This design comes from an exercise in tuning for small area and a short achievable clock period on the open sky130 flow, not from production work. In this exercise RTL edits were held to simulation tests only and were not proved equivalent to the original.

==> inputs of job 3905 <==
==> flow/design.v <==
module fir_filter (
   input  logic               clk,
   input  logic               rst,
   input  logic signed [15:0] inp,
   output logic signed [39:0] outp
);
   localparam logic [23:0] G_RESET = 24'hFF8000;    
   localparam logic [23:0] G_CONST = 24'hEF0001;
   logic signed [15:0] line [15];
   logic        [23:0] ysum;        
   logic        [16:0] dsum;        
   logic signed [16:0] d;
   logic        [23:0] gs, gc;
   logic        [23:0] ys, yc;
   logic signed [23:0] y;
   logic        [3:0]  cnt;     
   logic               v12;     
   logic        [23:0] xo, do16, nlo, gk;
   logic        [23:0] gs1, gc1, gs2, gc2, gs3, gc3;
   logic        [23:0] ys1, yc1, ys2, yc2, ys3, yc3;
   always_comb begin
      xo   = {8'd0, ~inp[15], inp[14:0]};                      
      do16 = {3'd0, ~d[16], d[15:0], 4'd0};                    
      nlo  = {8'd0, line[14][15], ~line[14][14:0]};           
      gk   = G_CONST;
      gs1 = gs ^ gc ^ do16;
      gc1 = ((gs & gc) | (gs & do16) | (gc & do16)) << 1;
      gs2 = gs1 ^ gc1 ^ nlo;
      gc2 = (((gs1 & gc1) | (gs1 & nlo) | (gc1 & nlo)) << 1) | (gk & 24'd1);
      gs3 = gs2 ^ gc2 ^ (xo | (gk & ~24'd1)) ;
      gc3 = ((gs2 & gc2) | (gs2 & (xo | (gk & ~24'd1))) | (gc2 & (xo | (gk & ~24'd1)))) << 1;
      ys1 = ys ^ yc ^ gs;
      yc1 = ((ys & yc) | (ys & gs) | (yc & gs)) << 1;
      ys2 = ys1 ^ yc1 ^ gc;
      yc2 = ((ys1 & yc1) | (ys1 & gc) | (yc1 & gc)) << 1;
      ys3 = ys2 ^ yc2 ^ xo;
      yc3 = ((ys2 & yc2) | (ys2 & xo) | (yc2 & xo)) << 1;
   end
   always_ff @(posedge clk) begin
      line[0] <= inp;
      for (int k = 1; k < 13; k++) line[k] <= line[k-1];
      if (rst) begin
         line[13] <= 16'sd0;
         line[14] <= 16'sd0;
         d        <= 17'sd0;
         gs       <= G_RESET;
         gc       <= 24'd0;
         ys       <= 24'd0;
         yc       <= 24'd0;
         y        <= 24'sd0;
         cnt      <= 4'd0;
         v12      <= 1'b0;
      end else begin
         line[13] <= v12 ? line[12] : 16'sd0;
         line[14] <= line[13];
         d        <= dsum;
         gs       <= gs3;
         gc       <= gc3;
         ys       <= ys3;
         yc       <= yc3;
         y        <= ysum;
         if (cnt != 4'd15) cnt <= cnt + 4'd1;
         v12      <= (cnt >= 4'd12);
      end
   end
   add_pp #(.W(24)) u_ysum (.a(ys), .b(yc), .ci(1'b0), .s(ysum));
   add_pp #(.W(17)) u_dsum (.a({line[14][15], line[14]}), .b(~{line[13][15], line[13]}), .ci(1'b1), .s(dsum));
   assign outp = 40'(y);
endmodule
module add_pp #(
   parameter int W = 24
) (
   input  logic [W-1:0] a,
   input  logic [W-1:0] b,
   input  logic         ci,
   output logic [W-1:0] s
);
   localparam int L = (W > 16) ? 5 : (W > 8) ? 4 : (W > 4) ? 3 : 2;    
   logic [W-1:0] p, g;
   logic [W-1:0] gp [L+1];
   logic [W-1:0] pp [L+1];
   always_comb begin
      p = a ^ b;
      g = a & b;
      gp[0] = g;
      pp[0] = p;
      gp[0][0] = g[0] | (p[0] & ci);
      for (int l = 0; l < L; l++) begin
         gp[l+1] = gp[l];
         pp[l+1] = pp[l];
         for (int i = 0; i < W; i++) begin
            if (((i >> l) & 1) == 1) begin
               gp[l+1][i] = gp[l][i] | (pp[l][i] & gp[l][((i >> l) << l) - 1]);
               pp[l+1][i] = pp[l][i] & pp[l][((i >> l) << l) - 1];
            end
         end
      end
      s[0] = p[0] ^ ci;
      for (int i = 1; i < W; i++) s[i] = p[i] ^ gp[L][i-1];
   end
endmodule
==> flow/flow/run.sh <==
#!/bin/bash
# The standard layout with three changes:
#  - the netlist from the standard synthesis gets an inverter-removal pass
#    (flow/polarity.py) before floorplanning; registers and ports are untouched
#  - the ports get plain buffers (buf_2) instead of delay cells
#  - timing repair may resize cells across footprints
set -e
R=orfs/results/sky130hd/fir_filter/base
VARS=(MATCH_CELL_FOOTPRINT=0 "BUFFER_PORTS_ARGS=-buffer_cell sky130_fd_sc_hd__buf_2")
bash standard.sh "${VARS[@]}" synth > synth.log 2>&1
cp $R/1_2_yosys.v synth_netlist.v.log
python3 flow/polarity.py $R/1_2_yosys.v $R/1_2_yosys_pol.v 20000 > polarity.log 2>&1
mv $R/1_2_yosys_pol.v $R/1_2_yosys.v
rm -f $R/1_synth.odb $R/1_synth.sdc
bash standard.sh "${VARS[@]}" finish > standard.log 2>&1
==> flow/flow/polarity.py <==
#!/usr/bin/env python3
"""Inverter removal for a flat sky130hd gate netlist written by Yosys.

Full adders are self-dual: fa(~a, ~b, ~c) = (~sum, ~cout).  Synthesis leaves
many inverters between full adders (and between flip-flops and full adders)
because it chose the adders' polarity locally.  This pass chooses, for every
full adder, whether it computes the true or the complemented signals, so as to
need as few inverters as possible.  Two-input AND-of-literal gates (nor2,
nor2b, and2) are re-typed to take whichever polarity of an input is at hand.
Every other cell input, every flip-flop and every port keeps its exact logic
value, so the netlist stays equivalent to the input, register for register.

usage: polarity.py IN.v OUT.v
"""
import re
import sys
from collections import defaultdict

P = 'sky130_fd_sc_hd__'
OUTPINS = {'X', 'Y', 'Q', 'SUM', 'COUT', 'HI', 'LO'}
AREA = {'inv_1': 3.7536, 'nor2_1': 3.7536, 'nor2b_1': 6.256, 'and2_1': 6.256}


def parse(text):
    m = re.search(r'^module .*?;\n', text, re.M | re.S)
    head_end = m.end()
    body = text[head_end:]
    decl_lines = []
    cells = []
    pos = 0
    inst_re = re.compile(r'\s*(\S+)\s+(\S+|\\\S+ )\s*\((.*?)\);\n', re.S)
    lines = body.split('\n')
    # declarations: lines starting with input/output/wire; instances after
    i = 0
    while i < len(lines) and re.match(r'\s*(input|output|wire|inout)\b', lines[i]) or (i < len(lines) and lines[i].strip() == ''):
        decl_lines.append(lines[i])
        i += 1
    rest = '\n'.join(lines[i:])
    endm = rest.rindex('endmodule')
    inst_text = rest[:endm]
    for m in re.finditer(r'(\S+)\s+(\\\S+ |\S+)\s*\((.*?)\);', inst_text, re.S):
        typ, name, conns = m.group(1), m.group(2), m.group(3)
        pins = []
        for pm in re.finditer(r'\.(\w+)\(((?:\\\S+ |[^()])*)\)', conns):
            pins.append((pm.group(1), pm.group(2).strip()))
        cells.append({'type': typ, 'name': name, 'pins': pins})
    leftover = re.sub(r'(\S+)\s+(\\\S+ |\S+)\s*\((.*?)\);', '', inst_text, flags=re.S).strip()
    if leftover:
        raise SystemExit('unparsed netlist text: ' + leftover[:200])
    return text[:head_end], decl_lines, cells


def key(net):
    return net.strip()


def main():
    src, dst = sys.argv[1], sys.argv[2]
    text = open(src).read()
    head, decls, cells = parse(text)

    driver = {}
    loads = defaultdict(list)
    for ci, c in enumerate(cells):
        for p, n in c['pins']:
            if p in OUTPINS:
                driver[key(n)] = (ci, p)
            else:
                loads[key(n)].append((ci, p))

    def is_inv(ci):
        return cells[ci]['type'] == P + 'inv_1'

    def pin(ci, name):
        for p, n in cells[ci]['pins']:
            if p == name:
                return key(n)
        return None

    # base signal and inversion of every net
    base = {}

    def resolve(n):
        if n in base:
            return base[n]
        d = driver.get(n)
        if d is not None and is_inv(d[0]):
            b, v = resolve(pin(d[0], 'A'))
            base[n] = (b, v ^ 1)
        else:
            base[n] = (n, 0)
        return base[n]

    fas = [ci for ci, c in enumerate(cells) if c['type'].startswith(P + 'fa_')]
    fa_index = {ci: k for k, ci in enumerate(fas)}
    andlits = {P + 'nor2_1': {'A': 1, 'B': 1}, P + 'nor2b_1': {'A': 1, 'B_N': 0},
               P + 'and2_1': {'A': 0, 'B': 0}}

    # every non-inverter load pin: (cell, pin, base signal, needed inversion)
    uses = []
    for ci, c in enumerate(cells):
        if is_inv(ci):
            continue
        for p, n in c['pins']:
            if p in OUTPINS:
                continue
            k = key(n)
            if k in ('', "1'b0", "1'b1") or k.startswith("1'"):
                uses.append((ci, p, None, 0))
                continue
            b, v = resolve(k)
            if c['type'] in andlits:
                # literal polarity inside the AND: needed value = signal ^ (pin is inverting)
                v = v ^ andlits[c['type']][p]
            uses.append((ci, p, b, v))
    # output ports read nets directly: inverters that drive ports must stay
    port_nets = set()
    for dl in decls:
        m = re.match(r'\s*output\s+(\[(\d+):(\d+)\]\s+)?(\S+);', dl)
        if m:
            if m.group(1):
                for i in range(int(m.group(3)), int(m.group(2)) + 1):
                    port_nets.add('%s[%d]' % (m.group(4), i))
            else:
                port_nets.add(m.group(4))
    for pn in port_nets:
        if pn in driver:
            b, v = resolve(pn)
            uses.append((None, pn, b, v))

    flip = [0] * len(fas)

    def phys(b):
        d = driver.get(b)
        if d is not None and d[0] in fa_index:
            return flip[fa_index[d[0]]]
        return 0

    def cost():
        need = set()
        area = 0.0
        groups = defaultdict(list)
        for ci, p, b, v in uses:
            if b is None:
                continue
            if ci is not None and ci in fa_index:
                v ^= flip[fa_index[ci]]
            if ci is not None and cells[ci]['type'] in andlits:
                groups[ci].append((p, b, v))
                continue
            if v != phys(b):
                need.add(b)
        for ci, lits in groups.items():
            # choose per literal the polarity at hand; count the cell area
            npos = 0
            for p, b, v in lits:
                # literal wants value sig^v ... v is the required inversion of
                # the base signal inside the AND; 1 means the AND uses ~base
                have = phys(b)
                # if the physical net is the complement of base, the literal
                # ~base is available uninverted
                lit_neg = v ^ have  # 1: gate pin must invert its input
                npos += (lit_neg == 0)
            area += {0: AREA['nor2_1'], 1: AREA['nor2b_1'], 2: AREA['and2_1']}[npos]
        return len(need) * AREA['inv_1'] + area

    import random
    rng = random.Random(1)
    start = cost()

    def greedy():
        best = cost()
        improved = True
        while improved:
            improved = False
            for k in range(len(fas)):
                flip[k] ^= 1
                c = cost()
                if c < best - 1e-9:
                    best = c
                    improved = True
                else:
                    flip[k] ^= 1
        return best

    best = greedy()
    best_flip = list(flip)
    # annealing from the greedy result
    cur = best
    T = 4.0
    for it in range(int(sys.argv[3]) if len(sys.argv) > 3 else 20000):
        k = rng.randrange(len(fas))
        flip[k] ^= 1
        c = cost()
        if c <= cur or rng.random() < pow(2.718, (cur - c) / T):
            cur = c
            if c < best - 1e-9:
                best = c
                best_flip = list(flip)
        else:
            flip[k] ^= 1
        T = max(0.05, T * 0.9997)
    flip[:] = best_flip
    best = greedy()
    sys.stderr.write('polarity: cost %.1f -> %.1f um2 (%d of %d full adders flipped)\n'
                     % (start, best, sum(flip), len(fas)))

    # rebuild the netlist
    inv_net = {}
    new_wires = []
    new_cells = []

    def inverted(b):
        if b not in inv_net:
            n = '_pol%04d_' % len(inv_net)
            inv_net[b] = n
            new_wires.append(n)
            new_cells.append({'type': P + 'inv_1', 'name': '_polinv%04d_' % (len(inv_net) - 1),
                              'pins': [('A', b), ('Y', n)]})
        return inv_net[b]

    def netfor(b, v):
        return b if v == phys(b) else inverted(b)

    use_of = {}
    for ci, p, b, v in uses:
        use_of[(ci, p)] = (b, v)
    out_cells = []
    keep_inv = set()
    # inverters driving output ports directly are kept only if still needed
    for ci, c in enumerate(cells):
        if is_inv(ci):
            continue
        nc = {'type': c['type'], 'name': c['name'], 'pins': []}
        if c['type'] in andlits:
            lits = []
            for p, n in c['pins']:
                if p in OUTPINS:
                    continue
                b, v = use_of[(ci, p)]
                lits.append((b, v))
            outp = [(p, n) for p, n in c['pins'] if p in OUTPINS]
            pos = []
            neg = []
            for b, v in lits:
                if b is None:
                    raise SystemExit('constant on AND gate')
                if v ^ phys(b):
                    neg.append(b)
                else:
                    pos.append(b)
            if len(pos) == 0:
                nc['type'] = P + 'nor2_1'
                nc['pins'] = [('A', neg[0]), ('B', neg[1])] + outp
            elif len(pos) == 1:
                nc['type'] = P + 'nor2b_1'
                nc['pins'] = [('A', neg[0]), ('B_N', pos[0])] + outp
            else:
                nc['type'] = P + 'and2_1'
                nc['pins'] = [('A', pos[0]), ('B', pos[1])] + outp
            out_cells.append(nc)
            continue
        for p, n in c['pins']:
            if p in OUTPINS or (ci, p) not in use_of or use_of[(ci, p)][0] is None:
                nc['pins'].append((p, n))
                continue
            b, v = use_of[(ci, p)]
            if ci in fa_index:
                v ^= flip[fa_index[ci]]
            nc['pins'].append((p, netfor(b, v)))
        out_cells.append(nc)
    # output ports: drive each port net with the right polarity
    for pn in sorted(port_nets):
        d = driver.get(pn)
        if d is None:
            continue
        if is_inv(d[0]):
            b, v = base[pn]
            src_net = netfor(b, v ^ 1)
            # port net must carry base^v: invert a net carrying base^(v^1)
            out_cells.append({'type': P + 'inv_1', 'name': cells[d[0]]['name'],
                              'pins': [('A', src_net), ('Y', pn)]})
        else:
            b, v = base[pn]
            if v != 0 or phys(b) != 0:
                raise SystemExit('port %s driven by a flipped cell' % pn)
    out_cells += new_cells

    lines = [head.rstrip('\n')]
    lines += [d for d in decls if d.strip()]
    for w in new_wires:
        lines.append('  wire %s;' % w)
    for c in out_cells:
        lines.append('  %s %s (' % (c['type'], c['name']))
        lines.append(',\n'.join('    .%s(%s)' % (p, n + ' ' if n.startswith('\\') else n) for p, n in c['pins']))
        lines.append('  );')
    lines.append('endmodule')
    open(dst, 'w').write('\n'.join(lines) + '\n')
    n_inv_before = sum(1 for c in cells if c['type'] == P + 'inv_1')
    n_inv_after = sum(1 for c in out_cells if c['type'] == P + 'inv_1')
    sys.stderr.write('polarity: inverters %d -> %d\n' % (n_inv_before, n_inv_after))


if __name__ == '__main__':
    main()
==> flow/standard.sh <==
#!/bin/bash
# synth_recipe.tcl (not shown) runs the flow's synth.tcl, then flattens the netlist and writes it again
# the make line also repeats each setting of config.mk as NAME=value (left out here)
make -C /OpenROAD-flow-scripts/flow DESIGN_CONFIG=/design/flow/config.mk WORK_HOME=/design/flow/orfs CLKGATE_MAP_FILE= SYNTH_SCRIPT=/design/flow/synth_recipe.tcl "${@:-finish}"
==> flow/config.mk <==
export PLATFORM = sky130hd
export DESIGN_NAME = fir_filter
export DESIGN_NICKNAME = fir_filter
export VERILOG_FILES = /design/flow/design.v
export SDC_FILE = /design/flow/constraint.sdc
export NUM_CORES = 4
export LEC_CHECK = 0
export CAP_MARGIN = 20
export CORE_MARGIN = 2
export CORE_UTILIZATION = 55
export CTS_BUF_LIST = sky130_fd_sc_hd__clkbuf_16
export CTS_CLUSTER_DIAMETER = 80
export CTS_CLUSTER_SIZE = 24
export SETUP_SLACK_MARGIN = 3.8
export SLEW_MARGIN = 20
==> flow/constraint.sdc <==
create_clock -name core_clock -period 6.0 [get_ports {clk}]
set_input_delay 1.2000 -clock core_clock [delete_from_list [all_inputs] [get_ports {clk}]]
set_output_delay 1.2000 -clock core_clock [all_outputs]
set_load 0.01 [all_outputs]
==> job 2381 (differences from job 3905) <==
--- a/flow/design.v
+++ b/flow/design.v
@@ -15,2 +15,4 @@
    logic signed [23:0] y;
+   logic               ysg;     
+   logic        [23:0] c23;     
    logic        [3:0]  cnt;     
@@ -50,2 +52,3 @@
          y        <= 24'sd0;
+         ysg      <= 1'b0;
          cnt      <= 4'd0;
@@ -61,2 +64,3 @@
          y        <= ysum;
+         ysg      <= ys[23] ^ yc[23] ^ c23[23];
          if (cnt != 4'd15) cnt <= cnt + 4'd1;
@@ -67,3 +71,4 @@
    add_pp #(.W(17)) u_dsum (.a({line[14][15], line[14]}), .b(~{line[13][15], line[13]}), .ci(1'b1), .s(dsum));
-   assign outp = 40'(y);
+   assign c23  = {1'b0, ys[22:0]} + {1'b0, yc[22:0]};
+   assign outp = {{8{ysg}}, {9{y[23]}}, y[22:0]};
 endmodule
==> flow/flow/run.sh (replaced) <==
#!/bin/bash
# The standard layout with three changes:
#  - the netlist from the standard synthesis gets an inverter-removal pass
#    (flow/polarity.py) and has the full adders on carry-propagate paths split
#    into faster gates (flow/faconv.py) before floorplanning; registers and
#    ports are untouched, and the result is kept only if Yosys proves it
#    equivalent to the standard netlist
#  - the ports get plain buffers (buf_2) instead of delay cells
#  - timing repair may resize cells across footprints
set -e
R=orfs/results/sky130hd/fir_filter/base
VARS=(MATCH_CELL_FOOTPRINT=0 "BUFFER_PORTS_ARGS=-buffer_cell sky130_fd_sc_hd__buf_2")
bash standard.sh "${VARS[@]}" synth > synth.log 2>&1
cp $R/1_2_yosys.v before.v
python3 flow/polarity.py before.v pol.v 20000 > polarity.log 2>&1
python3 flow/faconv.py pol.v after.v >> polarity.log 2>&1
# internal nets of the two netlists must not pair by name: the pass flips some
sed -E 's/\b(_[0-9]{4}_)/\1g/g; s/\b(_pol[0-9]{4}_)/\1g/g; s/\\(dsum|ysum|c23)\[/\\\1g[/g' after.v > after_renamed.v
sed "s#LIBFILE#$FLOW_HOME/platforms/sky130hd/lib/sky130_fd_sc_hd__tt_025C_1v80.lib#" flow/eq.ys > eq.ys
YOSYS=$(command -v yosys || echo /OpenROAD-flow-scripts/tools/install/yosys/bin/yosys)
if "$YOSYS" -q -l eq.log eq.ys > eq_stdout.log 2>&1; then
  echo "equivalence proven, using the pass" >> polarity.log
  cp after.v $R/1_2_yosys.v
  rm -f $R/1_synth.odb $R/1_synth.sdc
else
  echo "equivalence NOT proven, keeping the standard netlist" >> polarity.log
fi
bash standard.sh "${VARS[@]}" finish > standard.log 2>&1
==> flow/flow/eq.ys (new file) <==
# Equivalence of the netlist before and after flow/polarity.py, registers paired by name.
read_liberty -ignore_miss_func -overwrite -setattr liberty_cell LIBFILE
read_verilog before.v
rename fir_filter gold
read_verilog after_renamed.v
rename fir_filter gate
hierarchy -check
flatten
opt_clean
equiv_make gold gate eq
hierarchy -top eq
equiv_simple -seq 1
equiv_induct
equiv_status -assert
==> flow/flow/faconv.py (new file) <==
#!/usr/bin/env python3
"""Split the full adders of carry-propagate adders into discrete gates.

A full adder with two inputs straight from flip-flops or ports and the third
from logic (a carry) sits on the carry path of a
carry-propagate adder.  The sky130 full-adder cell is slow from that input,
so each such cell becomes ha(a, b) -> (p, g), sum = xor2(p, c) and
carry = a21o(p, c, g), which compute the same two outputs.

usage: faconv.py IN.v OUT.v
"""
import sys
sys.path.insert(0, __import__('os').path.dirname(__file__))
from polarity import parse, P, OUTPINS

src, dst = sys.argv[1], sys.argv[2]
head, decls, cells = parse(open(src).read())
driver = {}
for ci, c in enumerate(cells):
    for p, n in c['pins']:
        if p in OUTPINS:
            driver[n.strip()] = ci


def base_type(n):
    seen = 0
    while n in driver and cells[driver[n]]['type'] == P + 'inv_1' and seen < 10:
        n = dict(cells[driver[n]]['pins'])['A'].strip()
        seen += 1
    if n not in driver:
        return 'port'
    return cells[driver[n]]['type'][len(P):]


out = []
new_wires = []
k = 0
for c in cells:
    if c['type'].startswith(P + 'fa_'):
        pins = dict((p, n.strip()) for p, n in c['pins'])
        kinds = [base_type(pins[x]) for x in ('A', 'B', 'CIN')]
        seq = [t.startswith('dfxtp') or t == 'port' for t in kinds]
        if sum(seq) == 2:
            ci = [x for x, s in zip(('A', 'B', 'CIN'), seq) if not s][0]
            ab = [pins[x] for x, s in zip(('A', 'B', 'CIN'), seq) if s]
            cn = pins[ci]
            pn, gn = '_fap%03d_' % k, '_fag%03d_' % k
            new_wires += [pn, gn]
            nm = c['name'].strip()
            out.append({'type': P + 'ha_1', 'name': '%s_h' % nm.lstrip('\\'),
                        'pins': [('A', ab[0]), ('B', ab[1]), ('COUT', gn), ('SUM', pn)]})
            if 'SUM' in pins:
                out.append({'type': P + 'xor2_1', 'name': '%s_s' % nm.lstrip('\\'),
                            'pins': [('A', pn), ('B', cn), ('X', pins['SUM'])]})
            if 'COUT' in pins:
                out.append({'type': P + 'a21o_1', 'name': '%s_c' % nm.lstrip('\\'),
                            'pins': [('A1', pn), ('A2', cn), ('B1', gn), ('X', pins['COUT'])]})
            k += 1
            continue
    out.append(c)
sys.stderr.write('faconv: %d full adders split\n' % k)
lines = [head.rstrip('\n')] + [d for d in decls if d.strip()] + ['  wire %s;' % w for w in new_wires]
for c in out:
    lines.append('  %s %s (' % (c['type'], c['name']))
    lines.append(',\n'.join('    .%s(%s)' % (p, n + ' ' if n.startswith('\\') else n) for p, n in c['pins']))
    lines.append('  );')
lines.append('endmodule')
open(dst, 'w').write('\n'.join(lines) + '\n')
--- a/flow/flow/polarity.py
+++ b/flow/flow/polarity.py
@@ -241,3 +241,3 @@
                 lits.append((b, v))
-            outp = [(p, n) for p, n in c['pins'] if p in OUTPINS]
+            outnet = [n for p, n in c['pins'] if p in OUTPINS][0]
             pos = []
@@ -253,9 +253,9 @@
                 nc['type'] = P + 'nor2_1'
-                nc['pins'] = [('A', neg[0]), ('B', neg[1])] + outp
+                nc['pins'] = [('A', neg[0]), ('B', neg[1]), ('Y', outnet)]
             elif len(pos) == 1:
                 nc['type'] = P + 'nor2b_1'
-                nc['pins'] = [('A', neg[0]), ('B_N', pos[0])] + outp
+                nc['pins'] = [('A', neg[0]), ('B_N', pos[0]), ('Y', outnet)]
             else:
                 nc['type'] = P + 'and2_1'
-                nc['pins'] = [('A', pos[0]), ('B', pos[1])] + outp
+                nc['pins'] = [('A', pos[0]), ('B', pos[1]), ('X', outnet)]
             out_cells.append(nc)
Settings changed: SETUP_SLACK_MARGIN 3.8 to 3.75.
==> run summary <==
Of job 3905 and job 2381, job 3905 has the higher critical path depth (gap 2).
In sequential share of layout area, job 3905 and job 2381 hardly differ.
Of job 3905 and job 2381, job 2381 has the higher maximum frequency (gap about 3%, measured against job 2381).
In job 2381 the utilization is lower than in job 3905, by 1.7 points.

==> re-timing with driven ports <==
No port has a modelled driver above. Below, the same layouts with a new extraction and two added sets of constraints.
Step 1 assumes that a clkbuf_16 drives the clock port and a buf_2 every other input.
Step 2 times the ports against the registers' clock, not the clock port: input delays grow and output delays shrink by t, the midpoint of the rising clock arrivals with the driver on.
Slacks: no drivers / after step 1 / after step 2; pairs: no drivers / after step 1.
run | t (ns) | setup WS [ns] | hold slack, ns | latest minus earliest clock arrival (ns)
job 3905 | 0.553 | 3.610 / 3.609 / 3.342 | 0.327 / 0.327 / 0.327 | 0.019 / 0.019
job 2381 | 0.562 | 3.681 / 3.677 / 3.267 | 0.321 / 0.321 / 0.321 | 0.019 / 0.020
After both steps every run listed still meets setup and hold. For job 2381, which loses most, drivers alone change the setup slack by -0.004 ns; drivers and shift together by -0.414 ns.
